Context: an optimization exercise on an open-source flow, tuned for small area and a short achievable clock period. The choices shown serve that exercise and are no tape-out recipe. In this exercise RTL edits were held to simulation tests only and were not proved equivalent to the original. Power and IR drop assume default switching activity.

Setup of quartz:
==> flow/design.v (excerpt) <==
module int_exec_unit (
  input  logic                   clk_i,
  input  logic                   rst_n_i,
  input  logic                   instr_valid_i,
  input  rv_exec_pkg::instr_u    instr_i,
  output logic                   result_valid_o,
  output rv_exec_pkg::reg_addr_t result_rd_o,
  output rv_exec_pkg::xlen_t     result_o,
  output logic                   illegal_o
);
For scale: ~3,400 cells after synthesis, roughly 1,100 flip-flops, about 74 I/O pins.
clock: 9.0 ns
lec_check: 0
cap_margin: 20
core_margin: 2
core_utilization: 55
cts_cluster_diameter: 100
cts_cluster_size: 20
setup_slack_margin: 5.0
slew_margin: 20
synth_hierarchical: 1
tns_end_percent: 5
standard.sh (not shown) runs the stock make flow with config.mk's settings and CLKGATE_MAP_FILE= SYNTH_SCRIPT=/design/flow/synth_recipe.tcl, a recipe that flattens the netlist after the stock synthesis.
==> flow/flow/run.sh <==
#!/bin/bash
# The standard layout (the standard.sh, unchanged synthesis and steps),
# with the port buffers made from sky130_fd_sc_hd__buf_4 instead of the
# delay-buffer cell buffer_ports picks by default. Every input and output
# port still gets its own buffer.
set -euo pipefail
bash standard.sh "BUFFER_PORTS_ARGS=-buffer_cell sky130_fd_sc_hd__buf_4" finish > flow_make.log 2>&1
quartz: full flow OK, the timing, DRC and antenna checks passed
The following lists how juniper was set up differently from quartz:
-- flow/design.v --
<<< quartz, line 83
  end
endmodule
module rf_match (
  input  logic [4:0] a, b,
>>> juniper, line 83
  end
endmodule
module rf_sel (
  input  logic [4:0]  a,
  input  logic        en,
  input  logic [31:1] mask,
  output logic [31:1] y
);
  always_comb begin
    for (int i = 1; i < 32; i++) y[i] = en & (a == 5'(i)) & ~mask[i];
  end
endmodule
module rf_match (
  input  logic [4:0] a, b,
<<< quartz, line 147
  input  logic        cout_i,    
  input  logic        g31_i,     
  input  logic        sum_i,     
  input  logic        slt_i,     
>>> juniper, line 157
  input  logic        cout_i,    
  input  logic        g31_i,     
  input  logic        p31_i,     
  input  logic        sum_i,     
  input  logic        slt_i,     
<<< quartz, line 156
  assign sum = v_i ^ c_i;
  assign ltu = ~cout_i;
  assign lt  = v_i[31] ? sum[31] : g31_i;
  assign y_o = ({32{sum_i}} & sum) | {31'd0, (slt_i & lt) | (sltu_i & ltu)};
endmodule
>>> juniper, line 167
  assign sum = v_i ^ c_i;
  assign ltu = ~cout_i;
  assign lt  = p31_i ? sum[31] : g31_i;
  assign y_o = ({32{sum_i}} & sum) | {31'd0, (slt_i & lt) | (sltu_i & ltu)};
endmodule
<<< quartz, line 212
  logic [31:0] res;          
  logic [31:0] rf [1:31];
  logic [31:1] stale, stale_rd, dec1, dec2, sel1, sel2;
  logic        f1, f2;
  rf_onehot u_dec_rs1 (.a (rs1),  .en (1'b1),    .y (dec1));
  rf_onehot u_dec_rs2 (.a (rs2),  .en (use_rs2), .y (dec2));
  rf_onehot u_dec_st  (.a (rd_q), .en (valid_q), .y (stale_rd));
  rf_onehot u_dec_wr  (.a (rd_q), .en (valid_q), .y (stale));
  assign sel1 = dec1 & ~stale_rd;
  assign sel2 = dec2 & ~stale_rd;
  rf_match u_m1 (.a (rs1), .b (rd_q), .en (wnz_q),           .y (f1));
  rf_match u_m2 (.a (rs2), .b (rd_q), .en (wnz_q & use_rs2), .y (f2));
>>> juniper, line 223
  logic [31:0] res;          
  logic [31:0] rf [1:31];
  logic [31:1] stale, stale_rd, sel1, sel2;
  logic        f1, f2;
  rf_onehot u_dec_st  (.a (rd_q), .en (valid_q), .y (stale_rd));
  rf_onehot u_dec_wr  (.a (rd_q), .en (valid_q), .y (stale));
  rf_sel u_sel1 (.a (rs1), .en (1'b1),    .mask (stale_rd), .y (sel1));
  rf_sel u_sel2 (.a (rs2), .en (use_rs2), .mask (stale_rd), .y (sel2));
  rf_match u_m1 (.a (rs1), .b (rd_q), .en (wnz_q),           .y (f1));
  rf_match u_m2 (.a (rs2), .b (rd_q), .en (wnz_q & use_rs2), .y (f2));
<<< quartz, line 396
  assign carry = {gb[5][30:0], cin_q};
  exu_result u_res_out (
    .v_i (u4), .c_i (carry), .cout_i (gb[5][31]), .g31_i (gl_q[31]),
    .sum_i (sum_q), .slt_i (slt_q), .sltu_i (sltu_q),
    .y_o (result_o)
  );
  exu_result u_res_int (
    .v_i (u4i), .c_i (carry), .cout_i (gb[5][31]), .g31_i (gl_q[31]),
    .sum_i (sum_q), .slt_i (slt_q), .sltu_i (sltu_q),
    .y_o (res)
>>> juniper, line 405
  assign carry = {gb[5][30:0], cin_q};
  exu_result u_res_out (
    .v_i (u4), .c_i (carry), .cout_i (gb[5][31]), .g31_i (gl_q[31]), .p31_i (p_q[31]),
    .sum_i (sum_q), .slt_i (slt_q), .sltu_i (sltu_q),
    .y_o (result_o)
  );
  exu_result u_res_int (
    .v_i (u4i), .c_i (carry), .cout_i (gb[5][31]), .g31_i (gl_q[31]), .p31_i (p_q[31]),
    .sum_i (sum_q), .slt_i (slt_q), .sltu_i (sltu_q),
    .y_o (res)
--- outcome ---
- juniper did not stop at any stage, and its layout met the timing, DRC and antenna checks.
- Max final cell area excluding filler cells across juniper and quartz: quartz
- Per the comparison of juniper with quartz, largest net degree at the start of global routing now sits higher, share of total power in sequential cells down 0.9 points.
- juniper ended with less wire length than quartz.
- For the met2 layer usage reported by global route, juniper came in 2.4 points lower than quartz did.
- juniper ends up with lower synthesis-to-layout area growth than quartz does.
- Diff quartz -> juniper: final setup TNS closely matched the old numbers, largest stage delay on the critical path dropped 30 ps, power share of the clock group increased 1.0 points, final design utilization shows a reduction of 0.37 points.

==> what the ideal ports hide <==
The results above use ideal ports. As a check the final layouts listed here were re-extracted and re-timed, cells and wires unchanged. Step 1: set_driving_cell puts a clkbuf_16 on clk_i and a buf_2 on each other input, an assumption about the parent block. Step 2 times the ports against the registers' clock, not the clock port: input delays grow and output delays shrink by t, the midpoint of the rising clock arrivals with the driver on. Three values: no drivers, after step 1, after step 2; two values: the first two.
run	t (ns)	setup WS [ns]	hold slack, ns
quartz	0.788	4.207 / 4.148 / 3.360	0.838 / 0.838 / 0.838
juniper	0.733	4.190 / 4.171 / 3.438	0.837 / 0.837 / 0.837
After both steps every run listed still meets setup and hold. The setup slack of quartz, which loses most, moves by -0.059 ns with the drivers and by -0.847 ns with both steps.
